Source: an optimization exercise on an open RTL-to-GDS flow (aim: small area). Production flows keep margins and buffers that such runs may drop. At most, simulation tests tie the RTL to the original design; equivalence was not proved. The RTL of run 2 was laid out without a check of its function. No activity file was given, so power comes from the tool's default toggle rates.

## flow/design.v (module list and top-level ports; edited modules follow where they fit)
// module isqrt32: 253 lines
// module feature_pipeline: 1183 lines
module feature_pipeline
(
    input  logic        clk,
    input  logic        reset_n,
    input  logic        start,
    input  logic [15:0] accel_x,
    input  logic [15:0] accel_y,
    input  logic [15:0] accel_z,
    output logic [15:0] feature_mean,
    output logic [15:0] feature_std,
    output logic        feature_valid
);
  // ...
==> flow/flow/run.sh <==
#!/bin/bash
# The standard ORFS layout (standard.sh) with these changes:
#  - SYNTH_ARGS=-noabc: Yosys's early ABC pass inside "synth" is skipped, so the full
#    adders written out in the RTL reach extract_fa as written (the final ABC mapping
#    after flip-flop mapping still runs); flip-flops are mapped exactly as in the
#    standard synthesis;
#  - every input and output port is still buffered, with the smallest buffer;
#  - clock tree synthesis without dummy clock loads.
set -euo pipefail
export SYNTH_ARGS="-noabc"
export BUFFER_PORTS_ARGS="-buffer_cell sky130_fd_sc_hd__buf_1"
export CTS_ARGS="-sink_clustering_enable -repair_clock_nets -dont_use_dummy_load -buf_list sky130_fd_sc_hd__clkbuf_8"
bash standard.sh > flow_make.log 2>&1
==> flow/standard.sh <==
#!/bin/bash
# synth_recipe.tcl (not shown) runs the flow's synth.tcl, then flattens the netlist and writes it again
# the make line also repeats each setting of config.mk as NAME=value (left out here)
make -C /OpenROAD-flow-scripts/flow DESIGN_CONFIG=/design/flow/config.mk WORK_HOME=/design/flow/orfs CLKGATE_MAP_FILE= SYNTH_SCRIPT=/design/flow/synth_recipe.tcl "${@:-finish}"
==> flow/config.mk <==
export PLATFORM = sky130hd
export DESIGN_NAME = feature_pipeline
export DESIGN_NICKNAME = feature_pipeline
export VERILOG_FILES = /design/flow/design.v
export SDC_FILE = /design/flow/constraint.sdc
export NUM_CORES = 4
export LEC_CHECK = 0
export CAP_MARGIN = 20
export CORE_MARGIN = 2
export CORE_UTILIZATION = 65
export CTS_BUF_LIST = sky130_fd_sc_hd__clkbuf_8
export GPL_TIMING_DRIVEN = 0
export PLACE_DENSITY = 0.75
export SLEW_MARGIN = 20
==> flow/constraint.sdc <==
create_clock -name core_clock -period 10.0 [get_ports {clk}]
set_input_delay 2.0000 -clock core_clock [delete_from_list [all_inputs] [get_ports {clk}]]
set_output_delay 2.0000 -clock core_clock [all_outputs]
set_load 0.01 [all_outputs]
==> run_results.csv, run 1 <==
group,metric,value,unit
run_status,status,"timing/DRC/antenna clean",
synth,synthMuxAreaShare,4.27,%
floorplan,start_util,65.7,%
layout,seq_share,27.3,%
worst_setup_path,r2r_end,"sq_q[36]",
synth,yosys_warnings,3,
flow_run,cap_viol_max_count,0,
global_routing,grt_pass1_vias,8096,
synth,syn_avg_cell_area,12.1,µm²
worst_hold_path,min_path_type,"reg2reg",
worst_setup_path,worstSetupPathType,"reg2reg",
synth,async_flop_share,0,%
drt,drc,0,
power_and_ir_drop,p_clk,0.367,mW
timing,slew_viol_final,0,
clock_tree,cts-root-buf,"clkbuf_8",
clock_tree,clockBufferDepth,2,
power_and_ir_drop,totalPowerFinal,3.13,mW
drt,drtIter0Drc,432,
global_routing,met2_usage,44.3,%
synth,synthCells,1003,
worst_setup_path,cp.depth,27,
global_routing,grt.total_usage,26.9,%
power_and_ir_drop,switchingPower,1.29,mW
layout,final_cell_mix,"206 x fa_1, 151 x and2_1, 144 x dfxtp_1, 84 x buf_1, 72 x ha_1",
placement,place_inst,1320,
worst_setup_path,slowest_stage,"or4_4",
synth,yosysMostFrequentCell,"fa_1",
floorplan,die_w,141,µm
worst_setup_path,ff2ff_setup_slack,0.39,ns
layout,largest_reg_flops,37,
timing,setup_ws,0.395,ns
worst_setup_path,cp-startpoint,"cnt_q[2]",
power_and_ir_drop,comb_power_share,52.8,%
drt,wl_met3,1130,µm
synth,netlist_top_cells_count,"210 x fa_1, 154 x dfxtp_1, 151 x and2_1",
worst_setup_path,cp_top_family,"adder cells",
timing,setup_tns,0,ns
timing,hold_violations,0,
drt,drt-met1-wl,11000,µm
placement,hpwl,19100,µm
==> module feature_pipeline, before the edit <==
module feature_pipeline
(
    input  logic        clk,
    input  logic        reset_n,
    input  logic        start,
    input  logic [15:0] accel_x,
    input  logic [15:0] accel_y,
    input  logic [15:0] accel_z,
    output logic [15:0] feature_mean,
    output logic [15:0] feature_std,
    output logic        feature_valid
);
    logic        sx, sy, sz;
    logic [15:0] ax, ay, az;
    logic [16:0] mag_raw;
    logic [15:0] mag_d, mag_q;      
    logic        en;
    logic        vld_q;
    logic [4:0]  cnt_q;
    logic        first;
    logic        load_q;
    logic [20:0] sum_q, sum_d, sum_g;
    logic [36:0] sq_q, sq_d, sq_g;   
    logic        sq_c_q, sq_c_d, sq_cg;  
    logic [31:0] ex2;
    logic [15:0] pp [16];
    assign sx = accel_x[15];
    assign sy = accel_y[15];
    assign sz = accel_z[15];
    assign ax = accel_x ^ {16{sx}};
    assign ay = accel_y ^ {16{sy}};
    assign az = accel_z ^ {16{sz}};
    assign en    = start & ~reset_n;
    assign mag_d = (mag_raw[15:0] | {16{mag_raw[16]}}) & {16{en}};
    assign first = (cnt_q == 5'd0);
    assign sum_g = sum_q & {21{~first}};
    assign sq_g  = sq_q & {37{~first}};
    assign sq_cg = sq_c_q & ~first;
    always_comb begin
        for (int i = 0; i < 16; i++)
            for (int j = 0; j < 16; j++)
                pp[i][j] = mag_q[i] & mag_q[j];
    end
    logic mg_0;
    logic mg_1;
    logic mg_2;
    logic mg_3;
    logic mg_4;
    logic mg_5;
    logic mg_6;
    logic mg_7;
    logic mg_8;
    logic mg_9;
    logic mg_10;
    logic mg_11;
    logic mg_12;
    logic mg_13;
    logic mg_14;
    logic mg_15;
    logic mg_16;
    logic mg_17;
    logic mg_18;
    logic mg_19;
    logic mg_20;
    logic mg_21;
    logic mg_22;
    logic mg_23;
    logic mg_24;
    logic mg_25;
    logic mg_26;
    logic mg_27;
    logic mg_28;
    logic mg_29;
    logic mg_30;
    logic mg_31;
    logic mg_32;
    logic mg_33;
    logic mg_34;
    logic mg_35;
    logic mg_36;
    logic mg_37;
    logic mg_38;
    logic mg_39;
    logic mg_40;
    logic mg_41;
    logic mg_42;
    logic mg_43;
    logic mg_44;
    logic mg_45;
    logic mg_46;
    logic mg_47;
    logic mg_48;
    logic mg_49;
    logic mg_50;
    logic mg_51;
    logic mg_52;
    logic mg_53;
    logic mg_54;
    logic mg_55;
    logic mg_56;
    logic mg_57;
    logic mg_58;
    logic mg_59;
    logic mg_60;
    logic mg_61;
    logic mg_62;
    logic mg_63;
    logic mg_64;
    logic mg_65;
    logic mg_66;
    logic mg_67;
    logic mg_68;
    logic mg_69;
    logic mg_70;
    logic mg_71;
    logic mg_72;
    logic mg_73;
    logic mg_74;
    logic mg_75;
    logic mg_76;
    logic mg_77;
    logic mg_78;
    logic mg_79;
    logic mg_80;
    logic mg_81;
    logic mg_82;
    logic mg_83;
    logic mg_84;
    logic mg_85;
    logic mg_86;
    logic mg_87;
    logic mg_88;
    logic mg_89;
    logic mg_90;
    logic mg_91;
    logic mg_92;
    logic mg_93;
    logic mg_94;
    logic mg_95;
    logic mg_96;
    logic mg_97;
    logic mg_98;
    logic mg_99;
    logic mg_100;
    logic mg_101;
    logic mg_102;
    logic mg_103;
    logic mg_104;
    logic mg_105;
    logic mg_106;
    logic mg_107;
    logic mg_108;
    logic mg_109;
    logic mg_110;
    assign mg_0 = sx ^ sy ^ sz;
    assign mg_1 = (sx & sy) | (sx & sz) | (sy & sz);
    assign mg_2 = ax[0] ^ ay[0];
    assign mg_3 = ax[0] & ay[0];
    assign mg_4 = ax[1] ^ ay[1] ^ az[1];
    assign mg_5 = (ax[1] & ay[1]) | (ax[1] & az[1]) | (ay[1] & az[1]);
    assign mg_6 = ax[2] ^ ay[2];
    assign mg_7 = ax[2] & ay[2];
    assign mg_8 = ax[3] ^ ay[3];
    assign mg_9 = ax[3] & ay[3];
    assign mg_10 = ax[4] ^ ay[4];
    assign mg_11 = ax[4] & ay[4];
    assign mg_12 = ax[5] ^ ay[5];
    assign mg_13 = ax[5] & ay[5];
    assign mg_14 = ax[6] ^ ay[6];
    assign mg_15 = ax[6] & ay[6];
    assign mg_16 = ax[7] ^ ay[7];
    assign mg_17 = ax[7] & ay[7];
    assign mg_18 = ax[8] ^ ay[8];
    assign mg_19 = ax[8] & ay[8];
    assign mg_20 = ax[9] ^ ay[9];
    assign mg_21 = ax[9] & ay[9];
    assign mg_22 = ax[10] ^ ay[10];
    assign mg_23 = ax[10] & ay[10];
    assign mg_24 = ax[11] ^ ay[11];
    assign mg_25 = ax[11] & ay[11];
    assign mg_26 = ax[12] ^ ay[12];
    assign mg_27 = ax[12] & ay[12];
    assign mg_28 = ax[13] ^ ay[13];
    assign mg_29 = ax[13] & ay[13];
    assign mg_30 = ax[14] ^ ay[14];
    assign mg_31 = ax[14] & ay[14];
    assign mg_32 = ax[15] ^ ay[15];
    assign mg_33 = ax[15] & ay[15];
    assign mg_34 = az[0] ^ mg_0;
    assign mg_35 = az[0] & mg_0;
    assign mg_36 = mg_1 ^ mg_3 ^ mg_4;
    assign mg_37 = (mg_1 & mg_3) | (mg_1 & mg_4) | (mg_3 & mg_4);
    assign mg_38 = az[2] ^ mg_6 ^ mg_5;
    assign mg_39 = (az[2] & mg_6) | (az[2] & mg_5) | (mg_6 & mg_5);
    assign mg_40 = az[3] ^ mg_8 ^ mg_7;
    assign mg_41 = (az[3] & mg_8) | (az[3] & mg_7) | (mg_8 & mg_7);
    assign mg_42 = az[4] ^ mg_10 ^ mg_9;
    assign mg_43 = (az[4] & mg_10) | (az[4] & mg_9) | (mg_10 & mg_9);
    assign mg_44 = az[5] ^ mg_12 ^ mg_11;
    assign mg_45 = (az[5] & mg_12) | (az[5] & mg_11) | (mg_12 & mg_11);
    assign mg_46 = az[6] ^ mg_14 ^ mg_13;
    assign mg_47 = (az[6] & mg_14) | (az[6] & mg_13) | (mg_14 & mg_13);
    assign mg_48 = az[7] ^ mg_16 ^ mg_15;
    assign mg_49 = (az[7] & mg_16) | (az[7] & mg_15) | (mg_16 & mg_15);
    assign mg_50 = az[8] ^ mg_18 ^ mg_17;
    assign mg_51 = (az[8] & mg_18) | (az[8] & mg_17) | (mg_18 & mg_17);
    assign mg_52 = az[9] ^ mg_20 ^ mg_19;
    assign mg_53 = (az[9] & mg_20) | (az[9] & mg_19) | (mg_20 & mg_19);
    assign mg_54 = az[10] ^ mg_22 ^ mg_21;
    assign mg_55 = (az[10] & mg_22) | (az[10] & mg_21) | (mg_22 & mg_21);
    assign mg_56 = az[11] ^ mg_24 ^ mg_23;
    assign mg_57 = (az[11] & mg_24) | (az[11] & mg_23) | (mg_24 & mg_23);
    assign mg_58 = az[12] ^ mg_26 ^ mg_25;
    assign mg_59 = (az[12] & mg_26) | (az[12] & mg_25) | (mg_26 & mg_25);
    assign mg_60 = az[13] ^ mg_28 ^ mg_27;
    assign mg_61 = (az[13] & mg_28) | (az[13] & mg_27) | (mg_28 & mg_27);
    assign mg_62 = az[14] ^ mg_30 ^ mg_29;
    assign mg_63 = (az[14] & mg_30) | (az[14] & mg_29) | (mg_30 & mg_29);
    assign mg_64 = az[15] ^ mg_32 ^ mg_31;
    assign mg_65 = (az[15] & mg_32) | (az[15] & mg_31) | (mg_32 & mg_31);
    assign mg_66 = mg_2 ^ mg_34;
    assign mg_67 = mg_2 & mg_34;
    assign mg_68 = mg_36 ^ mg_35 ^ mg_67;
    assign mg_69 = (mg_36 & mg_35) | (mg_36 & mg_67) | (mg_35 & mg_67);
    assign mg_70 = mg_38 ^ mg_37 ^ mg_69;
    assign mg_71 = (mg_38 & mg_37) | (mg_38 & mg_69) | (mg_37 & mg_69);
    assign mg_72 = mg_40 ^ mg_39 ^ mg_71;
    assign mg_73 = (mg_40 & mg_39) | (mg_40 & mg_71) | (mg_39 & mg_71);
    assign mg_74 = mg_42 ^ mg_41 ^ mg_73;
    assign mg_75 = (mg_42 & mg_41) | (mg_42 & mg_73) | (mg_41 & mg_73);
    assign mg_76 = mg_44 ^ mg_43 ^ mg_75;
    assign mg_77 = (mg_44 & mg_43) | (mg_44 & mg_75) | (mg_43 & mg_75);
    assign mg_78 = mg_46 ^ mg_45 ^ mg_77;
    assign mg_79 = (mg_46 & mg_45) | (mg_46 & mg_77) | (mg_45 & mg_77);
    assign mg_80 = mg_48 ^ mg_47 ^ mg_79;
    assign mg_81 = (mg_48 & mg_47) | (mg_48 & mg_79) | (mg_47 & mg_79);
    assign mg_82 = mg_50 ^ mg_49 ^ mg_81;
    assign mg_83 = (mg_50 & mg_49) | (mg_50 & mg_81) | (mg_49 & mg_81);
    assign mg_84 = mg_52 ^ mg_51 ^ mg_83;
    assign mg_85 = (mg_52 & mg_51) | (mg_52 & mg_83) | (mg_51 & mg_83);
    assign mg_86 = mg_54 ^ mg_53 ^ mg_85;
    assign mg_87 = (mg_54 & mg_53) | (mg_54 & mg_85) | (mg_53 & mg_85);
    assign mg_88 = mg_56 ^ mg_55 ^ mg_87;
    assign mg_89 = (mg_56 & mg_55) | (mg_56 & mg_87) | (mg_55 & mg_87);
    assign mg_90 = mg_58 ^ mg_57;
    assign mg_91 = mg_58 & mg_57;
    assign mg_92 = mg_60 ^ mg_59 ^ mg_91;
    assign mg_93 = (mg_60 & mg_59) | (mg_60 & mg_91) | (mg_59 & mg_91);
    assign mg_94 = mg_62 ^ mg_61 ^ mg_93;
    assign mg_95 = (mg_62 & mg_61) | (mg_62 & mg_93) | (mg_61 & mg_93);
    assign mg_96 = mg_64 ^ mg_63 ^ mg_95;
    assign mg_97 = (mg_64 & mg_63) | (mg_64 & mg_95) | (mg_63 & mg_95);
    assign mg_98 = mg_33 ^ mg_65 ^ mg_97;
    assign mg_99 = (mg_33 & mg_65) | (mg_33 & mg_97) | (mg_65 & mg_97);
    assign mg_100 = mg_90 ^ mg_89;
    assign mg_101 = mg_89 & mg_90;
    assign mg_102 = mg_92 ^ mg_101;
    assign mg_103 = mg_101 & mg_92;
    assign mg_104 = mg_94 ^ mg_103;
    assign mg_105 = mg_103 & mg_94;
    assign mg_106 = mg_96 ^ mg_105;
    assign mg_107 = mg_105 & mg_96;
    assign mg_108 = mg_98 ^ mg_107;
    assign mg_109 = mg_107 & mg_98;
    assign mg_110 = mg_99 | mg_109;
    assign mag_raw[0] = mg_66;
    assign mag_raw[1] = mg_68;
    assign mag_raw[2] = mg_70;
    assign mag_raw[3] = mg_72;
    assign mag_raw[4] = mg_74;
    assign mag_raw[5] = mg_76;
    assign mag_raw[6] = mg_78;
    assign mag_raw[7] = mg_80;
    assign mag_raw[8] = mg_82;
    assign mag_raw[9] = mg_84;
    assign mag_raw[10] = mg_86;
    assign mag_raw[11] = mg_88;
    assign mag_raw[12] = mg_100;
    assign mag_raw[13] = mg_102;
    assign mag_raw[14] = mg_104;
    assign mag_raw[15] = mg_106;
    assign mag_raw[16] = mg_108;
    logic sm_0;
    logic sm_1;
    logic sm_2;
    logic sm_3;
    logic sm_4;
    logic sm_5;
    logic sm_6;
    logic sm_7;
    logic sm_8;
    logic sm_9;
    logic sm_10;
    logic sm_11;
    logic sm_12;
    logic sm_13;
    logic sm_14;
    logic sm_15;
    logic sm_16;
    logic sm_17;
    logic sm_18;
    logic sm_19;
    logic sm_20;
    logic sm_21;
    logic sm_22;
    logic sm_23;
    logic sm_24;
    logic sm_25;
    logic sm_26;
    logic sm_27;
    logic sm_28;
    logic sm_29;
    logic sm_30;
    logic sm_31;
    logic sm_32;
    logic sm_33;
    logic sm_34;
    logic sm_35;
    logic sm_36;
    logic sm_37;
    logic sm_38;
    logic sm_39;
    logic sm_40;
    logic sm_41;
    assign sm_0 = sum_g[0] ^ mag_q[0];
    assign sm_1 = sum_g[0] & mag_q[0];
    assign sm_2 = sum_g[1] ^ mag_q[1] ^ sm_1;
    assign sm_3 = (sum_g[1] & mag_q[1]) | (sum_g[1] & sm_1) | (mag_q[1] & sm_1);
    assign sm_4 = sum_g[2] ^ mag_q[2] ^ sm_3;
    assign sm_5 = (sum_g[2] & mag_q[2]) | (sum_g[2] & sm_3) | (mag_q[2] & sm_3);
    assign sm_6 = sum_g[3] ^ mag_q[3] ^ sm_5;
    assign sm_7 = (sum_g[3] & mag_q[3]) | (sum_g[3] & sm_5) | (mag_q[3] & sm_5);
    assign sm_8 = sum_g[4] ^ mag_q[4] ^ sm_7;
    assign sm_9 = (sum_g[4] & mag_q[4]) | (sum_g[4] & sm_7) | (mag_q[4] & sm_7);
    assign sm_10 = sum_g[5] ^ mag_q[5] ^ sm_9;
    assign sm_11 = (sum_g[5] & mag_q[5]) | (sum_g[5] & sm_9) | (mag_q[5] & sm_9);
    assign sm_12 = sum_g[6] ^ mag_q[6] ^ sm_11;
    assign sm_13 = (sum_g[6] & mag_q[6]) | (sum_g[6] & sm_11) | (mag_q[6] & sm_11);
    assign sm_14 = sum_g[7] ^ mag_q[7] ^ sm_13;
    assign sm_15 = (sum_g[7] & mag_q[7]) | (sum_g[7] & sm_13) | (mag_q[7] & sm_13);
    assign sm_16 = sum_g[8] ^ mag_q[8] ^ sm_15;
    assign sm_17 = (sum_g[8] & mag_q[8]) | (sum_g[8] & sm_15) | (mag_q[8] & sm_15);
    assign sm_18 = sum_g[9] ^ mag_q[9] ^ sm_17;
    assign sm_19 = (sum_g[9] & mag_q[9]) | (sum_g[9] & sm_17) | (mag_q[9] & sm_17);
    assign sm_20 = sum_g[10] ^ mag_q[10] ^ sm_19;
    assign sm_21 = (sum_g[10] & mag_q[10]) | (sum_g[10] & sm_19) | (mag_q[10] & sm_19);
    assign sm_22 = sum_g[11] ^ mag_q[11] ^ sm_21;
    assign sm_23 = (sum_g[11] & mag_q[11]) | (sum_g[11] & sm_21) | (mag_q[11] & sm_21);
    assign sm_24 = sum_g[12] ^ mag_q[12] ^ sm_23;
    assign sm_25 = (sum_g[12] & mag_q[12]) | (sum_g[12] & sm_23) | (mag_q[12] & sm_23);
    assign sm_26 = sum_g[13] ^ mag_q[13] ^ sm_25;
    assign sm_27 = (sum_g[13] & mag_q[13]) | (sum_g[13] & sm_25) | (mag_q[13] & sm_25);
    assign sm_28 = sum_g[14] ^ mag_q[14] ^ sm_27;
    assign sm_29 = (sum_g[14] & mag_q[14]) | (sum_g[14] & sm_27) | (mag_q[14] & sm_27);
    assign sm_30 = sum_g[15] ^ mag_q[15] ^ sm_29;
    assign sm_31 = (sum_g[15] & mag_q[15]) | (sum_g[15] & sm_29) | (mag_q[15] & sm_29);
    assign sm_32 = sum_g[16] ^ sm_31;
    assign sm_33 = sum_g[16] & sm_31;
    assign sm_34 = sum_g[17] ^ sm_33;
    assign sm_35 = sum_g[17] & sm_33;
    assign sm_36 = sum_g[18] ^ sm_35;
    assign sm_37 = sum_g[18] & sm_35;
    assign sm_38 = sum_g[19] ^ sm_37;
    assign sm_39 = sum_g[19] & sm_37;
    assign sm_40 = sum_g[20] ^ sm_39;
    assign sm_41 = sum_g[20] & sm_39;
    assign sum_d[0] = sm_0;
    assign sum_d[1] = sm_2;
    assign sum_d[2] = sm_4;
    assign sum_d[3] = sm_6;
    assign sum_d[4] = sm_8;
    assign sum_d[5] = sm_10;
    assign sum_d[6] = sm_12;
    assign sum_d[7] = sm_14;
    assign sum_d[8] = sm_16;
    assign sum_d[9] = sm_18;
    assign sum_d[10] = sm_20;
    assign sum_d[11] = sm_22;
    assign sum_d[12] = sm_24;
    assign sum_d[13] = sm_26;
    assign sum_d[14] = sm_28;
    assign sum_d[15] = sm_30;
    assign sum_d[16] = sm_32;
    assign sum_d[17] = sm_34;
    assign sum_d[18] = sm_36;
    assign sum_d[19] = sm_38;
    assign sum_d[20] = sm_40;
    logic sq_0;
    logic sq_1;
    logic sq_2;
    logic sq_3;
    logic sq_4;
    logic sq_5;
    logic sq_6;
    logic sq_7;
    logic sq_8;
    logic sq_9;
    logic sq_10;
    logic sq_11;
    logic sq_12;
    logic sq_13;
    logic sq_14;
    logic sq_15;
    logic sq_16;
    logic sq_17;
    logic sq_18;
    logic sq_19;
    logic sq_20;
    logic sq_21;
    logic sq_22;
    logic sq_23;
    logic sq_24;
    logic sq_25;
    logic sq_26;
    logic sq_27;
    logic sq_28;
    logic sq_29;
    logic sq_30;
    logic sq_31;
    logic sq_32;
    logic sq_33;
    logic sq_34;
    logic sq_35;
    logic sq_36;
    logic sq_37;
    logic sq_38;
    logic sq_39;
    logic sq_40;
    logic sq_41;
    logic sq_42;
    logic sq_43;
    logic sq_44;
    logic sq_45;
    logic sq_46;
    logic sq_47;
    logic sq_48;
    logic sq_49;
    logic sq_50;
    logic sq_51;
    logic sq_52;
    logic sq_53;
    logic sq_54;
    logic sq_55;
    logic sq_56;
    logic sq_57;
    logic sq_58;
    logic sq_59;
    logic sq_60;
    logic sq_61;
    logic sq_62;
    logic sq_63;
    logic sq_64;
    logic sq_65;
    logic sq_66;
    logic sq_67;
    logic sq_68;
    logic sq_69;
    logic sq_70;
    logic sq_71;
    logic sq_72;
    logic sq_73;
    logic sq_74;
    logic sq_75;
    logic sq_76;
    logic sq_77;
    logic sq_78;
    logic sq_79;
    logic sq_80;
    logic sq_81;
    logic sq_82;
    logic sq_83;
    logic sq_84;
    logic sq_85;
    logic sq_86;
    logic sq_87;
    logic sq_88;
    logic sq_89;
    logic sq_90;
    logic sq_91;
    logic sq_92;
    logic sq_93;
    logic sq_94;
    logic sq_95;
    logic sq_96;
    logic sq_97;
    logic sq_98;
    logic sq_99;
    logic sq_100;
    logic sq_101;
    logic sq_102;
    logic sq_103;
    logic sq_104;
    logic sq_105;
    logic sq_106;
    logic sq_107;
    logic sq_108;
    logic sq_109;
    logic sq_110;
    logic sq_111;
    logic sq_112;
    logic sq_113;
    logic sq_114;
    logic sq_115;
    logic sq_116;
    logic sq_117;
    logic sq_118;
    logic sq_119;
    logic sq_120;
    logic sq_121;
    logic sq_122;
    logic sq_123;
    logic sq_124;
    logic sq_125;
    logic sq_126;
    logic sq_127;
    logic sq_128;
    logic sq_129;
    logic sq_130;
    logic sq_131;
    logic sq_132;
    logic sq_133;
    logic sq_134;
    logic sq_135;
    logic sq_136;
    logic sq_137;
    logic sq_138;
    logic sq_139;
    logic sq_140;
    logic sq_141;
    logic sq_142;
    logic sq_143;
    logic sq_144;
    logic sq_145;
    logic sq_146;
    logic sq_147;
    logic sq_148;
    logic sq_149;
    logic sq_150;
    logic sq_151;
    logic sq_152;
    logic sq_153;
    logic sq_154;
    logic sq_155;
    logic sq_156;
    logic sq_157;
    logic sq_158;
    logic sq_159;
    logic sq_160;
    logic sq_161;
    logic sq_162;
    logic sq_163;
    logic sq_164;
    logic sq_165;
    logic sq_166;
    logic sq_167;
    logic sq_168;
    logic sq_169;
    logic sq_170;
    logic sq_171;
    logic sq_172;
    logic sq_173;
    logic sq_174;
    logic sq_175;
    logic sq_176;
    logic sq_177;
    logic sq_178;
    logic sq_179;
    logic sq_180;
    logic sq_181;
    logic sq_182;
    logic sq_183;
    logic sq_184;
    logic sq_185;
    logic sq_186;
    logic sq_187;
    logic sq_188;
    logic sq_189;
    logic sq_190;
    logic sq_191;
    logic sq_192;
    logic sq_193;
    logic sq_194;
    logic sq_195;
    logic sq_196;
    logic sq_197;
    logic sq_198;
    logic sq_199;
    logic sq_200;
    logic sq_201;
    logic sq_202;
    logic sq_203;
    logic sq_204;
    logic sq_205;
    logic sq_206;
    logic sq_207;
    logic sq_208;
    logic sq_209;
    logic sq_210;
    logic sq_211;
    logic sq_212;
    logic sq_213;
    logic sq_214;
    logic sq_215;
    logic sq_216;
    logic sq_217;
    logic sq_218;
    logic sq_219;
    logic sq_220;
    logic sq_221;
    logic sq_222;
    logic sq_223;
    logic sq_224;
    logic sq_225;
    logic sq_226;
    logic sq_227;
    logic sq_228;
    logic sq_229;
    logic sq_230;
    logic sq_231;
    logic sq_232;
    logic sq_233;
    logic sq_234;
    logic sq_235;
    logic sq_236;
    logic sq_237;
    logic sq_238;
    logic sq_239;
    logic sq_240;
    logic sq_241;
    logic sq_242;
    logic sq_243;
    logic sq_244;
    logic sq_245;
    logic sq_246;
    logic sq_247;
    logic sq_248;
    logic sq_249;
    logic sq_250;
    logic sq_251;
    logic sq_252;
    logic sq_253;
    logic sq_254;
    logic sq_255;
    logic sq_256;
    logic sq_257;
    logic sq_258;
    logic sq_259;
    logic sq_260;
    logic sq_261;
    logic sq_262;
    logic sq_263;
    logic sq_264;
    logic sq_265;
    logic sq_266;
    logic sq_267;
    logic sq_268;
    logic sq_269;
    logic sq_270;
    logic sq_271;
    logic sq_272;
    logic sq_273;
    logic sq_274;
    logic sq_275;
    logic sq_276;
    logic sq_277;
    logic sq_278;
    logic sq_279;
    logic sq_280;
    logic sq_281;
    logic sq_282;
    logic sq_283;
    logic sq_284;
    logic sq_285;
    logic sq_286;
    logic sq_287;
    logic sq_288;
    logic sq_289;
    logic sq_290;
    logic sq_291;
    logic sq_292;
    logic sq_293;
    logic sq_294;
    logic sq_295;
    logic sq_296;
    logic sq_297;
    logic sq_298;
    logic sq_299;
    logic sq_300;
    logic sq_301;
    logic sq_302;
    logic sq_303;
    logic sq_304;
    logic sq_305;
    logic sq_306;
    logic sq_307;
    logic sq_308;
    logic sq_309;
    logic sq_310;
    logic sq_311;
    logic sq_312;
    logic sq_313;
    assign sq_0 = mag_q[1] ^ pp[0][1] ^ sq_g[2];
    assign sq_1 = (mag_q[1] & pp[0][1]) | (mag_q[1] & sq_g[2]) | (pp[0][1] & sq_g[2]);
    assign sq_2 = pp[0][2] ^ sq_g[3] ^ sq_1;
    assign sq_3 = (pp[0][2] & sq_g[3]) | (pp[0][2] & sq_1) | (sq_g[3] & sq_1);
    assign sq_4 = mag_q[2] ^ pp[0][3] ^ pp[1][2];
    assign sq_5 = (mag_q[2] & pp[0][3]) | (mag_q[2] & pp[1][2]) | (pp[0][3] & pp[1][2]);
    assign sq_6 = sq_g[4] ^ sq_4 ^ sq_3;
    assign sq_7 = (sq_g[4] & sq_4) | (sq_g[4] & sq_3) | (sq_4 & sq_3);
    assign sq_8 = pp[0][4] ^ pp[1][3] ^ sq_g[5];
    assign sq_9 = (pp[0][4] & pp[1][3]) | (pp[0][4] & sq_g[5]) | (pp[1][3] & sq_g[5]);
    assign sq_10 = sq_5 ^ sq_8 ^ sq_7;
    assign sq_11 = (sq_5 & sq_8) | (sq_5 & sq_7) | (sq_8 & sq_7);
    assign sq_12 = mag_q[3] ^ pp[0][5] ^ pp[1][4];
    assign sq_13 = (mag_q[3] & pp[0][5]) | (mag_q[3] & pp[1][4]) | (pp[0][5] & pp[1][4]);
    assign sq_14 = pp[2][3] ^ sq_g[6] ^ sq_12;
    assign sq_15 = (pp[2][3] & sq_g[6]) | (pp[2][3] & sq_12) | (sq_g[6] & sq_12);
    assign sq_16 = sq_9 ^ sq_14 ^ sq_11;
    assign sq_17 = (sq_9 & sq_14) | (sq_9 & sq_11) | (sq_14 & sq_11);
    assign sq_18 = pp[0][6] ^ pp[1][5] ^ pp[2][4];
    assign sq_19 = (pp[0][6] & pp[1][5]) | (pp[0][6] & pp[2][4]) | (pp[1][5] & pp[2][4]);
    assign sq_20 = sq_g[7] ^ sq_13 ^ sq_18;
    assign sq_21 = (sq_g[7] & sq_13) | (sq_g[7] & sq_18) | (sq_13 & sq_18);
    assign sq_22 = sq_15 ^ sq_20 ^ sq_17;
    assign sq_23 = (sq_15 & sq_20) | (sq_15 & sq_17) | (sq_20 & sq_17);
    assign sq_24 = mag_q[4] ^ pp[0][7] ^ pp[1][6];
    assign sq_25 = (mag_q[4] & pp[0][7]) | (mag_q[4] & pp[1][6]) | (pp[0][7] & pp[1][6]);
    assign sq_26 = pp[2][5] ^ pp[3][4] ^ sq_g[8];
    assign sq_27 = (pp[2][5] & pp[3][4]) | (pp[2][5] & sq_g[8]) | (pp[3][4] & sq_g[8]);
    assign sq_28 = sq_19 ^ sq_24 ^ sq_26;
    assign sq_29 = (sq_19 & sq_24) | (sq_19 & sq_26) | (sq_24 & sq_26);
    assign sq_30 = sq_21 ^ sq_28 ^ sq_23;
    assign sq_31 = (sq_21 & sq_28) | (sq_21 & sq_23) | (sq_28 & sq_23);
    assign sq_32 = pp[0][8] ^ pp[1][7] ^ pp[2][6];
    assign sq_33 = (pp[0][8] & pp[1][7]) | (pp[0][8] & pp[2][6]) | (pp[1][7] & pp[2][6]);
    assign sq_34 = pp[3][5] ^ sq_g[9] ^ sq_25;
    assign sq_35 = (pp[3][5] & sq_g[9]) | (pp[3][5] & sq_25) | (sq_g[9] & sq_25);
    assign sq_36 = sq_32 ^ sq_27 ^ sq_34;
    assign sq_37 = (sq_32 & sq_27) | (sq_32 & sq_34) | (sq_27 & sq_34);
    assign sq_38 = sq_29 ^ sq_36 ^ sq_31;
    assign sq_39 = (sq_29 & sq_36) | (sq_29 & sq_31) | (sq_36 & sq_31);
    assign sq_40 = mag_q[5] ^ pp[0][9] ^ pp[1][8];
    assign sq_41 = (mag_q[5] & pp[0][9]) | (mag_q[5] & pp[1][8]) | (pp[0][9] & pp[1][8]);
    assign sq_42 = pp[2][7] ^ pp[3][6] ^ pp[4][5];
    assign sq_43 = (pp[2][7] & pp[3][6]) | (pp[2][7] & pp[4][5]) | (pp[3][6] & pp[4][5]);
    assign sq_44 = sq_g[10] ^ sq_33 ^ sq_40;
    assign sq_45 = (sq_g[10] & sq_33) | (sq_g[10] & sq_40) | (sq_33 & sq_40);
    assign sq_46 = sq_42 ^ sq_35 ^ sq_44;
    assign sq_47 = (sq_42 & sq_35) | (sq_42 & sq_44) | (sq_35 & sq_44);
    assign sq_48 = sq_37 ^ sq_46 ^ sq_39;
    assign sq_49 = (sq_37 & sq_46) | (sq_37 & sq_39) | (sq_46 & sq_39);
    assign sq_50 = pp[0][10] ^ pp[1][9] ^ pp[2][8];
    assign sq_51 = (pp[0][10] & pp[1][9]) | (pp[0][10] & pp[2][8]) | (pp[1][9] & pp[2][8]);
    assign sq_52 = pp[3][7] ^ pp[4][6] ^ sq_g[11];
    assign sq_53 = (pp[3][7] & pp[4][6]) | (pp[3][7] & sq_g[11]) | (pp[4][6] & sq_g[11]);
    assign sq_54 = sq_41 ^ sq_43 ^ sq_50;
    assign sq_55 = (sq_41 & sq_43) | (sq_41 & sq_50) | (sq_43 & sq_50);
    assign sq_56 = sq_52 ^ sq_45 ^ sq_54;
    assign sq_57 = (sq_52 & sq_45) | (sq_52 & sq_54) | (sq_45 & sq_54);
    assign sq_58 = sq_47 ^ sq_56 ^ sq_49;
    assign sq_59 = (sq_47 & sq_56) | (sq_47 & sq_49) | (sq_56 & sq_49);
    assign sq_60 = mag_q[6] ^ pp[0][11] ^ pp[1][10];
    assign sq_61 = (mag_q[6] & pp[0][11]) | (mag_q[6] & pp[1][10]) | (pp[0][11] & pp[1][10]);
    assign sq_62 = pp[2][9] ^ pp[3][8] ^ pp[4][7];
    assign sq_63 = (pp[2][9] & pp[3][8]) | (pp[2][9] & pp[4][7]) | (pp[3][8] & pp[4][7]);
    assign sq_64 = pp[5][6] ^ sq_g[12] ^ sq_51;
    assign sq_65 = (pp[5][6] & sq_g[12]) | (pp[5][6] & sq_51) | (sq_g[12] & sq_51);
    assign sq_66 = sq_60 ^ sq_62 ^ sq_53;
    assign sq_67 = (sq_60 & sq_62) | (sq_60 & sq_53) | (sq_62 & sq_53);
    assign sq_68 = sq_55 ^ sq_64 ^ sq_66;
    assign sq_69 = (sq_55 & sq_64) | (sq_55 & sq_66) | (sq_64 & sq_66);
    assign sq_70 = sq_57 ^ sq_68 ^ sq_59;
    assign sq_71 = (sq_57 & sq_68) | (sq_57 & sq_59) | (sq_68 & sq_59);
    assign sq_72 = pp[0][12] ^ pp[1][11] ^ pp[2][10];
    assign sq_73 = (pp[0][12] & pp[1][11]) | (pp[0][12] & pp[2][10]) | (pp[1][11] & pp[2][10]);
    assign sq_74 = pp[3][9] ^ pp[4][8] ^ pp[5][7];
    assign sq_75 = (pp[3][9] & pp[4][8]) | (pp[3][9] & pp[5][7]) | (pp[4][8] & pp[5][7]);
    assign sq_76 = sq_g[13] ^ sq_61 ^ sq_63;
    assign sq_77 = (sq_g[13] & sq_61) | (sq_g[13] & sq_63) | (sq_61 & sq_63);
    assign sq_78 = sq_72 ^ sq_74 ^ sq_65;
    assign sq_79 = (sq_72 & sq_74) | (sq_72 & sq_65) | (sq_74 & sq_65);
    assign sq_80 = sq_76 ^ sq_67 ^ sq_78;
    assign sq_81 = (sq_76 & sq_67) | (sq_76 & sq_78) | (sq_67 & sq_78);
    assign sq_82 = sq_69 ^ sq_80 ^ sq_71;
    assign sq_83 = (sq_69 & sq_80) | (sq_69 & sq_71) | (sq_80 & sq_71);
    assign sq_84 = mag_q[7] ^ pp[0][13] ^ pp[1][12];
    assign sq_85 = (mag_q[7] & pp[0][13]) | (mag_q[7] & pp[1][12]) | (pp[0][13] & pp[1][12]);
    assign sq_86 = pp[2][11] ^ pp[3][10] ^ pp[4][9];
    assign sq_87 = (pp[2][11] & pp[3][10]) | (pp[2][11] & pp[4][9]) | (pp[3][10] & pp[4][9]);
    assign sq_88 = pp[5][8] ^ pp[6][7] ^ sq_g[14];
    assign sq_89 = (pp[5][8] & pp[6][7]) | (pp[5][8] & sq_g[14]) | (pp[6][7] & sq_g[14]);
    assign sq_90 = sq_73 ^ sq_75 ^ sq_84;
    assign sq_91 = (sq_73 & sq_75) | (sq_73 & sq_84) | (sq_75 & sq_84);
    assign sq_92 = sq_86 ^ sq_88 ^ sq_77;
    assign sq_93 = (sq_86 & sq_88) | (sq_86 & sq_77) | (sq_88 & sq_77);
    assign sq_94 = sq_90 ^ sq_79 ^ sq_92;
    assign sq_95 = (sq_90 & sq_79) | (sq_90 & sq_92) | (sq_79 & sq_92);
    assign sq_96 = sq_81 ^ sq_94 ^ sq_83;
    assign sq_97 = (sq_81 & sq_94) | (sq_81 & sq_83) | (sq_94 & sq_83);
    assign sq_98 = pp[0][14] ^ pp[1][13] ^ pp[2][12];
    assign sq_99 = (pp[0][14] & pp[1][13]) | (pp[0][14] & pp[2][12]) | (pp[1][13] & pp[2][12]);
    assign sq_100 = pp[3][11] ^ pp[4][10] ^ pp[5][9];
    assign sq_101 = (pp[3][11] & pp[4][10]) | (pp[3][11] & pp[5][9]) | (pp[4][10] & pp[5][9]);
    assign sq_102 = pp[6][8] ^ sq_g[15] ^ sq_85;
    assign sq_103 = (pp[6][8] & sq_g[15]) | (pp[6][8] & sq_85) | (sq_g[15] & sq_85);
    assign sq_104 = sq_87 ^ sq_98 ^ sq_100;
    assign sq_105 = (sq_87 & sq_98) | (sq_87 & sq_100) | (sq_98 & sq_100);
    assign sq_106 = sq_89 ^ sq_91 ^ sq_102;
    assign sq_107 = (sq_89 & sq_91) | (sq_89 & sq_102) | (sq_91 & sq_102);
    assign sq_108 = sq_104 ^ sq_93 ^ sq_106;
    assign sq_109 = (sq_104 & sq_93) | (sq_104 & sq_106) | (sq_93 & sq_106);
    assign sq_110 = sq_95 ^ sq_108 ^ sq_97;
    assign sq_111 = (sq_95 & sq_108) | (sq_95 & sq_97) | (sq_108 & sq_97);
    assign sq_112 = mag_q[8] ^ pp[0][15] ^ pp[1][14];
    assign sq_113 = (mag_q[8] & pp[0][15]) | (mag_q[8] & pp[1][14]) | (pp[0][15] & pp[1][14]);
    assign sq_114 = pp[2][13] ^ pp[3][12] ^ pp[4][11];
    assign sq_115 = (pp[2][13] & pp[3][12]) | (pp[2][13] & pp[4][11]) | (pp[3][12] & pp[4][11]);
    assign sq_116 = pp[5][10] ^ pp[6][9] ^ pp[7][8];
    assign sq_117 = (pp[5][10] & pp[6][9]) | (pp[5][10] & pp[7][8]) | (pp[6][9] & pp[7][8]);
    assign sq_118 = sq_g[16] ^ sq_99 ^ sq_101;
    assign sq_119 = (sq_g[16] & sq_99) | (sq_g[16] & sq_101) | (sq_99 & sq_101);
    assign sq_120 = sq_112 ^ sq_114 ^ sq_116;
    assign sq_121 = (sq_112 & sq_114) | (sq_112 & sq_116) | (sq_114 & sq_116);
    assign sq_122 = sq_103 ^ sq_105 ^ sq_118;
    assign sq_123 = (sq_103 & sq_105) | (sq_103 & sq_118) | (sq_105 & sq_118);
    assign sq_124 = sq_120 ^ sq_107 ^ sq_122;
    assign sq_125 = (sq_120 & sq_107) | (sq_120 & sq_122) | (sq_107 & sq_122);
    assign sq_126 = sq_109 ^ sq_124 ^ sq_111;
    assign sq_127 = (sq_109 & sq_124) | (sq_109 & sq_111) | (sq_124 & sq_111);
    assign sq_128 = pp[1][15] ^ pp[2][14] ^ pp[3][13];
    assign sq_129 = (pp[1][15] & pp[2][14]) | (pp[1][15] & pp[3][13]) | (pp[2][14] & pp[3][13]);
    assign sq_130 = pp[4][12] ^ pp[5][11] ^ pp[6][10];
    assign sq_131 = (pp[4][12] & pp[5][11]) | (pp[4][12] & pp[6][10]) | (pp[5][11] & pp[6][10]);
    assign sq_132 = pp[7][9] ^ sq_g[17] ^ sq_113;
    assign sq_133 = (pp[7][9] & sq_g[17]) | (pp[7][9] & sq_113) | (sq_g[17] & sq_113);
    assign sq_134 = sq_115 ^ sq_117 ^ sq_128;
    assign sq_135 = (sq_115 & sq_117) | (sq_115 & sq_128) | (sq_117 & sq_128);
    assign sq_136 = sq_130 ^ sq_119 ^ sq_121;
    assign sq_137 = (sq_130 & sq_119) | (sq_130 & sq_121) | (sq_119 & sq_121);
    assign sq_138 = sq_132 ^ sq_134 ^ sq_123;
    assign sq_139 = (sq_132 & sq_134) | (sq_132 & sq_123) | (sq_134 & sq_123);
    assign sq_140 = sq_136 ^ sq_125 ^ sq_138;
    assign sq_141 = (sq_136 & sq_125) | (sq_136 & sq_138) | (sq_125 & sq_138);
    assign sq_142 = mag_q[9] ^ pp[2][15] ^ pp[3][14];
    assign sq_143 = (mag_q[9] & pp[2][15]) | (mag_q[9] & pp[3][14]) | (pp[2][15] & pp[3][14]);
    assign sq_144 = pp[4][13] ^ pp[5][12] ^ pp[6][11];
    assign sq_145 = (pp[4][13] & pp[5][12]) | (pp[4][13] & pp[6][11]) | (pp[5][12] & pp[6][11]);
    assign sq_146 = pp[7][10] ^ pp[8][9] ^ sq_g[18];
    assign sq_147 = (pp[7][10] & pp[8][9]) | (pp[7][10] & sq_g[18]) | (pp[8][9] & sq_g[18]);
    assign sq_148 = sq_129 ^ sq_131 ^ sq_142;
    assign sq_149 = (sq_129 & sq_131) | (sq_129 & sq_142) | (sq_131 & sq_142);
    assign sq_150 = sq_144 ^ sq_146 ^ sq_133;
    assign sq_151 = (sq_144 & sq_146) | (sq_144 & sq_133) | (sq_146 & sq_133);
    assign sq_152 = sq_135 ^ sq_148 ^ sq_137;
    assign sq_153 = (sq_135 & sq_148) | (sq_135 & sq_137) | (sq_148 & sq_137);
    assign sq_154 = sq_150 ^ sq_139 ^ sq_152;
    assign sq_155 = (sq_150 & sq_139) | (sq_150 & sq_152) | (sq_139 & sq_152);
    assign sq_156 = pp[3][15] ^ pp[4][14] ^ pp[5][13];
    assign sq_157 = (pp[3][15] & pp[4][14]) | (pp[3][15] & pp[5][13]) | (pp[4][14] & pp[5][13]);
    assign sq_158 = pp[6][12] ^ pp[7][11] ^ pp[8][10];
    assign sq_159 = (pp[6][12] & pp[7][11]) | (pp[6][12] & pp[8][10]) | (pp[7][11] & pp[8][10]);
    assign sq_160 = sq_g[19] ^ sq_cg ^ sq_143;
    assign sq_161 = (sq_g[19] & sq_cg) | (sq_g[19] & sq_143) | (sq_cg & sq_143);
    assign sq_162 = sq_145 ^ sq_156 ^ sq_158;
    assign sq_163 = (sq_145 & sq_156) | (sq_145 & sq_158) | (sq_156 & sq_158);
    assign sq_164 = sq_147 ^ sq_149 ^ sq_160;
    assign sq_165 = (sq_147 & sq_149) | (sq_147 & sq_160) | (sq_149 & sq_160);
    assign sq_166 = sq_162 ^ sq_151 ^ sq_164;
    assign sq_167 = (sq_162 & sq_151) | (sq_162 & sq_164) | (sq_151 & sq_164);
    assign sq_168 = sq_153 ^ sq_166 ^ sq_155;
    assign sq_169 = (sq_153 & sq_166) | (sq_153 & sq_155) | (sq_166 & sq_155);
    assign sq_170 = mag_q[10] ^ pp[4][15] ^ pp[5][14];
    assign sq_171 = (mag_q[10] & pp[4][15]) | (mag_q[10] & pp[5][14]) | (pp[4][15] & pp[5][14]);
    assign sq_172 = pp[6][13] ^ pp[7][12] ^ pp[8][11];
    assign sq_173 = (pp[6][13] & pp[7][12]) | (pp[6][13] & pp[8][11]) | (pp[7][12] & pp[8][11]);
    assign sq_174 = pp[9][10] ^ sq_g[20] ^ sq_157;
    assign sq_175 = (pp[9][10] & sq_g[20]) | (pp[9][10] & sq_157) | (sq_g[20] & sq_157);
    assign sq_176 = sq_159 ^ sq_170 ^ sq_172;
    assign sq_177 = (sq_159 & sq_170) | (sq_159 & sq_172) | (sq_170 & sq_172);
    assign sq_178 = sq_161 ^ sq_163 ^ sq_174;
    assign sq_179 = (sq_161 & sq_163) | (sq_161 & sq_174) | (sq_163 & sq_174);
    assign sq_180 = sq_176 ^ sq_165 ^ sq_178;
    assign sq_181 = (sq_176 & sq_165) | (sq_176 & sq_178) | (sq_165 & sq_178);
    assign sq_182 = sq_167 ^ sq_180 ^ sq_169;
    assign sq_183 = (sq_167 & sq_180) | (sq_167 & sq_169) | (sq_180 & sq_169);
    assign sq_184 = pp[5][15] ^ pp[6][14] ^ pp[7][13];
    assign sq_185 = (pp[5][15] & pp[6][14]) | (pp[5][15] & pp[7][13]) | (pp[6][14] & pp[7][13]);
    assign sq_186 = pp[8][12] ^ pp[9][11] ^ sq_g[21];
    assign sq_187 = (pp[8][12] & pp[9][11]) | (pp[8][12] & sq_g[21]) | (pp[9][11] & sq_g[21]);
    assign sq_188 = sq_171 ^ sq_173 ^ sq_184;
    assign sq_189 = (sq_171 & sq_173) | (sq_171 & sq_184) | (sq_173 & sq_184);
    assign sq_190 = sq_186 ^ sq_175 ^ sq_177;
    assign sq_191 = (sq_186 & sq_175) | (sq_186 & sq_177) | (sq_175 & sq_177);
    assign sq_192 = sq_188 ^ sq_179 ^ sq_190;
    assign sq_193 = (sq_188 & sq_179) | (sq_188 & sq_190) | (sq_179 & sq_190);
    assign sq_194 = sq_181 ^ sq_192 ^ sq_183;
    assign sq_195 = (sq_181 & sq_192) | (sq_181 & sq_183) | (sq_192 & sq_183);
    assign sq_196 = mag_q[11] ^ pp[6][15] ^ pp[7][14];
    assign sq_197 = (mag_q[11] & pp[6][15]) | (mag_q[11] & pp[7][14]) | (pp[6][15] & pp[7][14]);
    assign sq_198 = pp[8][13] ^ pp[9][12] ^ pp[10][11];
    assign sq_199 = (pp[8][13] & pp[9][12]) | (pp[8][13] & pp[10][11]) | (pp[9][12] & pp[10][11]);
    assign sq_200 = sq_g[22] ^ sq_185 ^ sq_196;
    assign sq_201 = (sq_g[22] & sq_185) | (sq_g[22] & sq_196) | (sq_185 & sq_196);
    assign sq_202 = sq_198 ^ sq_187 ^ sq_189;
    assign sq_203 = (sq_198 & sq_187) | (sq_198 & sq_189) | (sq_187 & sq_189);
    assign sq_204 = sq_200 ^ sq_191 ^ sq_202;
    assign sq_205 = (sq_200 & sq_191) | (sq_200 & sq_202) | (sq_191 & sq_202);
    assign sq_206 = sq_193 ^ sq_204 ^ sq_195;
    assign sq_207 = (sq_193 & sq_204) | (sq_193 & sq_195) | (sq_204 & sq_195);
    assign sq_208 = pp[7][15] ^ pp[8][14] ^ pp[9][13];
    assign sq_209 = (pp[7][15] & pp[8][14]) | (pp[7][15] & pp[9][13]) | (pp[8][14] & pp[9][13]);
    assign sq_210 = pp[10][12] ^ sq_g[23] ^ sq_197;
    assign sq_211 = (pp[10][12] & sq_g[23]) | (pp[10][12] & sq_197) | (sq_g[23] & sq_197);
    assign sq_212 = sq_199 ^ sq_208 ^ sq_201;
    assign sq_213 = (sq_199 & sq_208) | (sq_199 & sq_201) | (sq_208 & sq_201);
    assign sq_214 = sq_210 ^ sq_203 ^ sq_212;
    assign sq_215 = (sq_210 & sq_203) | (sq_210 & sq_212) | (sq_203 & sq_212);
    assign sq_216 = sq_205 ^ sq_214 ^ sq_207;
    assign sq_217 = (sq_205 & sq_214) | (sq_205 & sq_207) | (sq_214 & sq_207);
    assign sq_218 = mag_q[12] ^ pp[8][15] ^ pp[9][14];
    assign sq_219 = (mag_q[12] & pp[8][15]) | (mag_q[12] & pp[9][14]) | (pp[8][15] & pp[9][14]);
    assign sq_220 = pp[10][13] ^ pp[11][12] ^ sq_g[24];
    assign sq_221 = (pp[10][13] & pp[11][12]) | (pp[10][13] & sq_g[24]) | (pp[11][12] & sq_g[24]);
    assign sq_222 = sq_209 ^ sq_218 ^ sq_220;
    assign sq_223 = (sq_209 & sq_218) | (sq_209 & sq_220) | (sq_218 & sq_220);
    assign sq_224 = sq_211 ^ sq_222 ^ sq_213;
    assign sq_225 = (sq_211 & sq_222) | (sq_211 & sq_213) | (sq_222 & sq_213);
    assign sq_226 = sq_215 ^ sq_224 ^ sq_217;
    assign sq_227 = (sq_215 & sq_224) | (sq_215 & sq_217) | (sq_224 & sq_217);
    assign sq_228 = pp[9][15] ^ pp[10][14] ^ pp[11][13];
    assign sq_229 = (pp[9][15] & pp[10][14]) | (pp[9][15] & pp[11][13]) | (pp[10][14] & pp[11][13]);
    assign sq_230 = sq_g[25] ^ sq_219 ^ sq_228;
    assign sq_231 = (sq_g[25] & sq_219) | (sq_g[25] & sq_228) | (sq_219 & sq_228);
    assign sq_232 = sq_221 ^ sq_230 ^ sq_223;
    assign sq_233 = (sq_221 & sq_230) | (sq_221 & sq_223) | (sq_230 & sq_223);
    assign sq_234 = sq_232 ^ sq_225 ^ sq_227;
    assign sq_235 = (sq_232 & sq_225) | (sq_232 & sq_227) | (sq_225 & sq_227);
    assign sq_236 = mag_q[13] ^ pp[10][15] ^ pp[11][14];
    assign sq_237 = (mag_q[13] & pp[10][15]) | (mag_q[13] & pp[11][14]) | (pp[10][15] & pp[11][14]);
    assign sq_238 = pp[12][13] ^ sq_g[26] ^ sq_229;
    assign sq_239 = (pp[12][13] & sq_g[26]) | (pp[12][13] & sq_229) | (sq_g[26] & sq_229);
    assign sq_240 = sq_236 ^ sq_231 ^ sq_238;
    assign sq_241 = (sq_236 & sq_231) | (sq_236 & sq_238) | (sq_231 & sq_238);
    assign sq_242 = sq_240 ^ sq_233 ^ sq_235;
    assign sq_243 = (sq_240 & sq_233) | (sq_240 & sq_235) | (sq_233 & sq_235);
    assign sq_244 = pp[11][15] ^ pp[12][14] ^ sq_g[27];
    assign sq_245 = (pp[11][15] & pp[12][14]) | (pp[11][15] & sq_g[27]) | (pp[12][14] & sq_g[27]);
    assign sq_246 = sq_237 ^ sq_244 ^ sq_239;
    assign sq_247 = (sq_237 & sq_244) | (sq_237 & sq_239) | (sq_244 & sq_239);
    assign sq_248 = sq_241 ^ sq_246 ^ sq_243;
    assign sq_249 = (sq_241 & sq_246) | (sq_241 & sq_243) | (sq_246 & sq_243);
    assign sq_250 = mag_q[14] ^ pp[12][15] ^ pp[13][14];
    assign sq_251 = (mag_q[14] & pp[12][15]) | (mag_q[14] & pp[13][14]) | (pp[12][15] & pp[13][14]);
    assign sq_252 = sq_g[28] ^ sq_250 ^ sq_245;
    assign sq_253 = (sq_g[28] & sq_250) | (sq_g[28] & sq_245) | (sq_250 & sq_245);
    assign sq_254 = sq_252 ^ sq_247 ^ sq_249;
    assign sq_255 = (sq_252 & sq_247) | (sq_252 & sq_249) | (sq_247 & sq_249);
    assign sq_256 = pp[13][15] ^ sq_g[29] ^ sq_251;
    assign sq_257 = (pp[13][15] & sq_g[29]) | (pp[13][15] & sq_251) | (sq_g[29] & sq_251);
    assign sq_258 = sq_256 ^ sq_253 ^ sq_255;
    assign sq_259 = (sq_256 & sq_253) | (sq_256 & sq_255) | (sq_253 & sq_255);
    assign sq_260 = mag_q[15] ^ pp[14][15] ^ sq_g[30];
    assign sq_261 = (mag_q[15] & pp[14][15]) | (mag_q[15] & sq_g[30]) | (pp[14][15] & sq_g[30]);
    assign sq_262 = sq_260 ^ sq_257 ^ sq_259;
    assign sq_263 = (sq_260 & sq_257) | (sq_260 & sq_259) | (sq_257 & sq_259);
    assign sq_264 = sq_g[31] ^ sq_261 ^ sq_263;
    assign sq_265 = (sq_g[31] & sq_261) | (sq_g[31] & sq_263) | (sq_261 & sq_263);
    assign sq_266 = mag_q[0] ^ sq_g[0];
    assign sq_267 = mag_q[0] & sq_g[0];
    assign sq_268 = sq_g[1] ^ sq_267;
    assign sq_269 = sq_g[1] & sq_267;
    assign sq_270 = sq_0 ^ sq_269;
    assign sq_271 = sq_0 & sq_269;
    assign sq_272 = sq_2 ^ sq_271;
    assign sq_273 = sq_2 & sq_271;
    assign sq_274 = sq_6 ^ sq_273;
    assign sq_275 = sq_6 & sq_273;
    assign sq_276 = sq_10 ^ sq_275;
    assign sq_277 = sq_10 & sq_275;
    assign sq_278 = sq_16 ^ sq_277;
    assign sq_279 = sq_16 & sq_277;
    assign sq_280 = sq_22 ^ sq_279;
    assign sq_281 = sq_22 & sq_279;
    assign sq_282 = sq_30 ^ sq_281;
    assign sq_283 = sq_30 & sq_281;
    assign sq_284 = sq_38 ^ sq_283;
    assign sq_285 = sq_38 & sq_283;
    assign sq_286 = sq_48 ^ sq_285;
    assign sq_287 = sq_48 & sq_285;
    assign sq_288 = sq_58 ^ sq_287;
    assign sq_289 = sq_58 & sq_287;
    assign sq_290 = sq_70 ^ sq_289;
    assign sq_291 = sq_70 & sq_289;
    assign sq_292 = sq_82 ^ sq_291;
    assign sq_293 = sq_82 & sq_291;
    assign sq_294 = sq_96 ^ sq_293;
    assign sq_295 = sq_96 & sq_293;
    assign sq_296 = sq_110 ^ sq_295;
    assign sq_297 = sq_110 & sq_295;
    assign sq_298 = sq_126 ^ sq_297;
    assign sq_299 = sq_126 & sq_297;
    assign sq_300 = sq_127 ^ sq_140 ^ sq_299;
    assign sq_301 = (sq_127 & sq_140) | (sq_127 & sq_299) | (sq_140 & sq_299);
    assign sq_302 = sq_141 ^ sq_154 ^ sq_301;
    assign sq_303 = (sq_141 & sq_154) | (sq_141 & sq_301) | (sq_154 & sq_301);
    assign sq_304 = sq_g[32] ^ sq_265;
    assign sq_305 = sq_g[32] & sq_265;
    assign sq_306 = sq_g[33] ^ sq_305;
    assign sq_307 = sq_g[33] & sq_305;
    assign sq_308 = sq_g[34] ^ sq_307;
    assign sq_309 = sq_g[34] & sq_307;
    assign sq_310 = sq_g[35] ^ sq_309;
    assign sq_311 = sq_g[35] & sq_309;
    assign sq_312 = sq_g[36] ^ sq_311;
    assign sq_313 = sq_g[36] & sq_311;
    assign sq_d[0] = sq_266;
    assign sq_d[1] = sq_268;
    assign sq_d[2] = sq_270;
    assign sq_d[3] = sq_272;
    assign sq_d[4] = sq_274;
    assign sq_d[5] = sq_276;
    assign sq_d[6] = sq_278;
    assign sq_d[7] = sq_280;
    assign sq_d[8] = sq_282;
    assign sq_d[9] = sq_284;
    assign sq_d[10] = sq_286;
    assign sq_d[11] = sq_288;
    assign sq_d[12] = sq_290;
    assign sq_d[13] = sq_292;
    assign sq_d[14] = sq_294;
    assign sq_d[15] = sq_296;
    assign sq_d[16] = sq_298;
    assign sq_d[17] = sq_300;
    assign sq_d[18] = sq_302;
    assign sq_d[19] = sq_168;
    assign sq_d[20] = sq_182;
    assign sq_d[21] = sq_194;
    assign sq_d[22] = sq_206;
    assign sq_d[23] = sq_216;
    assign sq_d[24] = sq_226;
    assign sq_d[25] = sq_234;
    assign sq_d[26] = sq_242;
    assign sq_d[27] = sq_248;
    assign sq_d[28] = sq_254;
    assign sq_d[29] = sq_258;
    assign sq_d[30] = sq_262;
    assign sq_d[31] = sq_264;
    assign sq_d[32] = sq_304;
    assign sq_d[33] = sq_306;
    assign sq_d[34] = sq_308;
    assign sq_d[35] = sq_310;
    assign sq_d[36] = sq_312;
    assign sq_c_d = sq_303;
    logic sn_0;
    logic sn_1;
    logic sn_2;
    logic sn_3;
    logic sn_4;
    logic sn_5;
    logic sn_6;
    logic sn_7;
    logic sn_8;
    logic sn_9;
    logic sn_10;
    logic sn_11;
    logic sn_12;
    logic sn_13;
    logic sn_14;
    logic sn_15;
    logic sn_16;
    logic sn_17;
    logic sn_18;
    logic sn_19;
    logic sn_20;
    logic sn_21;
    logic sn_22;
    logic sn_23;
    logic sn_24;
    logic sn_25;
    logic sn_26;
    logic sn_27;
    logic sn_28;
    logic sn_29;
    logic sn_30;
    logic sn_31;
    logic sn_32;
    logic sn_33;
    logic sn_34;
    logic sn_35;
    assign sn_0 = sq_q[19] ^ sq_c_q;
    assign sn_1 = sq_c_q & sq_q[19];
    assign sn_2 = sq_q[20] ^ sn_1;
    assign sn_3 = sn_1 & sq_q[20];
    assign sn_4 = sq_q[21] ^ sn_3;
    assign sn_5 = sn_3 & sq_q[21];
    assign sn_6 = sq_q[22] ^ sn_5;
    assign sn_7 = sn_5 & sq_q[22];
    assign sn_8 = sq_q[23] ^ sn_7;
    assign sn_9 = sn_7 & sq_q[23];
    assign sn_10 = sq_q[24] ^ sn_9;
    assign sn_11 = sn_9 & sq_q[24];
    assign sn_12 = sq_q[25] ^ sn_11;
    assign sn_13 = sn_11 & sq_q[25];
    assign sn_14 = sq_q[26] ^ sn_13;
    assign sn_15 = sn_13 & sq_q[26];
    assign sn_16 = sq_q[27] ^ sn_15;
    assign sn_17 = sn_15 & sq_q[27];
    assign sn_18 = sq_q[28] ^ sn_17;
    assign sn_19 = sn_17 & sq_q[28];
    assign sn_20 = sq_q[29] ^ sn_19;
    assign sn_21 = sn_19 & sq_q[29];
    assign sn_22 = sq_q[30] ^ sn_21;
    assign sn_23 = sn_21 & sq_q[30];
    assign sn_24 = sq_q[31] ^ sn_23;
    assign sn_25 = sn_23 & sq_q[31];
    assign sn_26 = sq_q[32] ^ sn_25;
    assign sn_27 = sn_25 & sq_q[32];
    assign sn_28 = sq_q[33] ^ sn_27;
    assign sn_29 = sn_27 & sq_q[33];
    assign sn_30 = sq_q[34] ^ sn_29;
    assign sn_31 = sn_29 & sq_q[34];
    assign sn_32 = sq_q[35] ^ sn_31;
    assign sn_33 = sn_31 & sq_q[35];
    assign sn_34 = sq_q[36] ^ sn_33;
    assign sn_35 = sn_33 & sq_q[36];
    assign ex2[0] = sq_q[5];
    assign ex2[1] = sq_q[6];
    assign ex2[2] = sq_q[7];
    assign ex2[3] = sq_q[8];
    assign ex2[4] = sq_q[9];
    assign ex2[5] = sq_q[10];
    assign ex2[6] = sq_q[11];
    assign ex2[7] = sq_q[12];
    assign ex2[8] = sq_q[13];
    assign ex2[9] = sq_q[14];
    assign ex2[10] = sq_q[15];
    assign ex2[11] = sq_q[16];
    assign ex2[12] = sq_q[17];
    assign ex2[13] = sq_q[18];
    assign ex2[14] = sn_0;
    assign ex2[15] = sn_2;
    assign ex2[16] = sn_4;
    assign ex2[17] = sn_6;
    assign ex2[18] = sn_8;
    assign ex2[19] = sn_10;
    assign ex2[20] = sn_12;
    assign ex2[21] = sn_14;
    assign ex2[22] = sn_16;
    assign ex2[23] = sn_18;
    assign ex2[24] = sn_20;
    assign ex2[25] = sn_22;
    assign ex2[26] = sn_24;
    assign ex2[27] = sn_26;
    assign ex2[28] = sn_28;
    assign ex2[29] = sn_30;
    assign ex2[30] = sn_32;
    assign ex2[31] = sn_34;
    always_ff @(posedge clk) begin
        if (reset_n) begin
            vld_q  <= 1'b0;
            cnt_q  <= '0;
            load_q <= 1'b0;
        end else begin
            vld_q  <= start;
            cnt_q  <= cnt_q + 5'(vld_q);
            load_q <= vld_q & (cnt_q == 5'd31);
        end
        mag_q  <= mag_d;
        sum_q  <= sum_d;
        sq_q   <= sq_d;
        sq_c_q <= sq_c_d;
    end
    isqrt32 u_back (
        .clk     (clk),
        .reset_n (reset_n),
        .load    (load_q),
        .ex2     (ex2),
        .mean    (sum_q[20:5]),
        .valid   (feature_valid),
        .root    (feature_std),
        .mean_o  (feature_mean)
    );
endmodule
==> run 2: changes to the inputs <==
--- a/flow/design.v
+++ b/flow/design.v
@@ -284,3 +284,4 @@
     logic [4:0]  cnt_q;
-    logic        first;
+    logic        first;           
+    logic        first_q;
     logic        load_q;
@@ -299,3 +300,3 @@
     assign mag_d = (mag_raw[15:0] | {16{mag_raw[16]}}) & {16{en}};
-    assign first = (cnt_q == 5'd0);
+    assign first = first_q;
     assign sum_g = sum_q & {21{~first}};
@@ -1427,2 +1428,3 @@
             load_q <= 1'b0;
+            first_q <= 1'b1;
         end else begin
@@ -1431,2 +1433,3 @@
             load_q <= vld_q & (cnt_q == 5'd31);
+            first_q <= vld_q ? (cnt_q == 5'd31) : first_q;
         end
--- a/flow/config.mk
+++ b/flow/config.mk
@@ -9,6 +9,5 @@
 export CORE_MARGIN = 2
-export CORE_UTILIZATION = 65
+export CORE_UTILIZATION = 40
 export CTS_BUF_LIST = sky130_fd_sc_hd__clkbuf_8
 export GPL_TIMING_DRIVEN = 0
-export PLACE_DENSITY = 0.75
 export SLEW_MARGIN = 20
==> run_results.csv, run 2 <==
group,metric,value,unit
run_status,status,"timing/DRC/antenna clean",
layout,final_util,44.6,%
floorplan,core-area,29800,µm²
layout,finalNetCount,1446,
synth,synth_top_area_share,34.5,%
clock_tree,cts_tree,"done",
timing,relSlewSlack,40.9,%
power_and_ir_drop,p_leak,6.13,nW
layout,multiInputGateArea,8250,µm²
synth,synth_top_cell_by_area,"fa_1",
layout,fillers,2819,
clock_tree,clk_latency,0.45,ns
clock_tree,clockBufferDepth,2,
global_routing,grt.busiest_layer,"met2",
drt,vias,7329,
synth,async_flop_share,0,%
drt,dr.pass1.iters,5,
timing,slew_viol_final,0,
timing,setup_tns,0,ns
synth,ys_seq_elements,171,
synth,syn-num-nets,1346,
worst_setup_path,cp_max_fo,10,
layout,layout-drive-gt1-share,6.39,%
floorplan,die_h,179,µm
global_routing,grt_pass1_vias,8170,
floorplan,die_area,31900,µm²
timing,grt_setup_unrepaired,"false",
drt,drc,0,
layout,largest_reg_flops,37,
clock_tree,cts_inserted_buffers,17,
power_and_ir_drop,power_density,235,nW/µm²
global_routing,met2_usage,28.0,%
placement,hpwl,20300,µm
global_routing,gr-total-overflow,0,
worst_setup_path,worstPathRequired,10.35,ns
timing,whs,0.419,ns
global_routing,antenna_found_initial,0,
clock_tree,cts-root-buf,"clkbuf_8",
clock_tree,htree_levels,4,
synth,yosysMostFrequentCell,"fa_1",
floorplan,start_util,40.9,%
placement,gp_congestion,0.834,
worst_setup_path,start_kind,"flip-flop",
global_routing,grt_pass1_wl,43200,µm
timing,period_share,95.9,%
timing,setup_viol,0,
floorplan,io_pins,84,
layout,final_cells,1501,
drt,routed_wl,25600,µm
synth,synth-seq-area-share,29.4,%
layout,reg_top3,"sq_q: 37 flops, u_back.z_q: 32 flops, sum_q: 21 flops",
synth,synthFlopType,"dfxtp_1",
drt,ant_nets,0,
global_routing,grt.total_usage,17.7,%
synth,synthCells,1013,
worst_setup_path,cp.arrival,9.94,ns
clock_tree,clk_pin_slew,0.09,ns
synth,synth.area.top_cells,"fa_1 35%, dfxtp_1 25%, and2_1 7.8%",
placement,io_buffers,83,
floorplan,fp-row-count,63,
clock_tree,cts_sinks,171,
drt,post_drt_via_cell_ratio,4.88,
layout,syn_to_final_growth,9.07,%
synth,synth-edff-count,16,
synth,syn-cell-area,12200,µm²
drt,drtIter0Drc,353,
floorplan,die_w,179,µm
worst_hold_path,hold_path_depth,0,
layout,final_cell_mix,"209 x fa_1, 151 x and2_1, 143 x dfxtp_1, 83 x buf_1, 72 x ha_1",
drt,wire_per_inst,17.0,µm
synth,synth.distinct_cells,38,
power_and_ir_drop,ir_drop,0.0919,mV
layout,seqCellArea,3610,µm²
synth,syn_avg_cell_area,12.0,µm²
timing,tightest_slew,0.886,ns
layout,layout_commonest_cell,"fa_1",
timing,hold_violations,0,
timing,fin_crit,9.59,ns
timing,max_freq,0.104,GHz
placement,place_inst,1486,
worst_setup_path,worst_setup_path_end_kind,"flip-flop",
synth,netlist_top_cells_count,"210 x fa_1, 155 x dfxtp_1, 151 x and2_1",
layout,antenna_cells,0,
clock_tree,postCtsHoldBufs,0,
global_routing,grt_max_degree,20,
layout,largest_register,"sq_q",
worst_hold_path,min_path_type,"reg2reg",
flow_run,cap_viol_max_count,0,
synth,yosys_warnings,3,
global_routing,use_met3,2.94,%
timing,clock_skew,0.0305,ns
global_routing,met1_usage,25.4,%
power_and_ir_drop,totalPowerFinal,3.13,mW
worst_setup_path,reg2regPathDepth,25,
clock_tree,cts_setup_buffers,0,
worst_setup_path,worstSetupPathType,"reg2reg",
-- run 2: worst max-delay path: stages, from the launching register on --
cell,delay (ns)
dfxtp_4,0.38
clkbuf_4,0.20
and2_1,0.19
fa_1,0.49
fa_1,0.45
fa_1,0.47
fa_1,0.47
fa_1,0.46
fa_1,0.43
fa_1,0.42
fa_1,0.42
fa_1,0.43
fa_1,0.44
fa_1,0.43
fa_1,0.42
fa_1,0.45
fa_2,0.40
fa_1,0.42
fa_1,0.45
fa_1,0.44
fa_1,0.40
ha_1,0.19
ha_1,0.17
ha_1,0.19
ha_1,0.19
xnor2_1,0.12
-- run 2: repair_timing --
item,4_1_cts,5_1_grt
cloned,0,0
setup endpoints to repair,2,13
gates resized for setup,11,48
-- run 2: area by class of cell --
cell class                 count  area share [%]
multi-input combinational    753            62.1
sequential                   171            27.2
tap                          390            3.67
timing repair buffer          83            2.34
buffer                        48            1.83
clock buffer                  17            1.76
inverter                      39            1.10
-- run 2: worst paths after layout --
path	to	from	slack, ns
max	sq_q[36]	mag_q[1]	0.41
min	u_back.m_q[9]	sum_q[14]	0.42
min reg2reg	u_back.m_q[9]	sum_q[14]	0.42
max reg2reg	sq_q[36]	mag_q[1]	0.41
-- run 2: cells by family after synthesis --
family	count (synthesis)	synth area share (%)
xor+xnor	54	3.88
flops	171	29.4
mux	41	4.05
compound gates	63	3.44
buf+inv	89	2.94
fa+ha+maj	282	41.9
simple gates	313	14.4
-- run 2: power breakdown --
part | internal (mW) | switching, mW
clock network | 0.150 | 0.218
logic | 0.764 | 0.878
registers | 0.925 | 0.190
total | 1.84 | 1.29
-- run 2: routing by layer --
| metal | vias up | wire length, µm |
|---|---|---|
| met5 | - | 0 |
| met4 | 0 | 350 |
| met3 | 22 | 1140 |
| met2 | 175 | 11600 |
| met1 | 3706 | 12500 |
| li1 | 3426 | - |
-- run 2: stage by stage --
stage,setup slack [ns],cell area [µm²]
final,0.406,13300
after detailed placement,-0.403,13000
after global placement,-0.297,13000
after floorplan,0.585,12200
after global routing,0.00923,13300
after CTS,0.00814,13200

[port drivers added, routing unchanged]
No port has a modelled driver above. Below, the same layouts with a new extraction and two added sets of constraints.
Step 1: set_driving_cell puts a clkbuf_16 on clk and a buf_2 on each other input, an assumption about the parent block.
Step 2, shift: input delay + t, output delay - t, t = (earliest + latest rising clock arrival at the registers) / 2. This alone moves slack from input paths to output paths.
Three values: ideal, step 1, step 2; two values: the first two.
run	shift t [ns]	setup WS [ns]
run 1	0.474	0.395 / 0.395 / 0.079
run 2	0.485	0.406 / 0.406 / -0.045
With both steps, setup timing fails in run 2, where it was met with ideal ports.
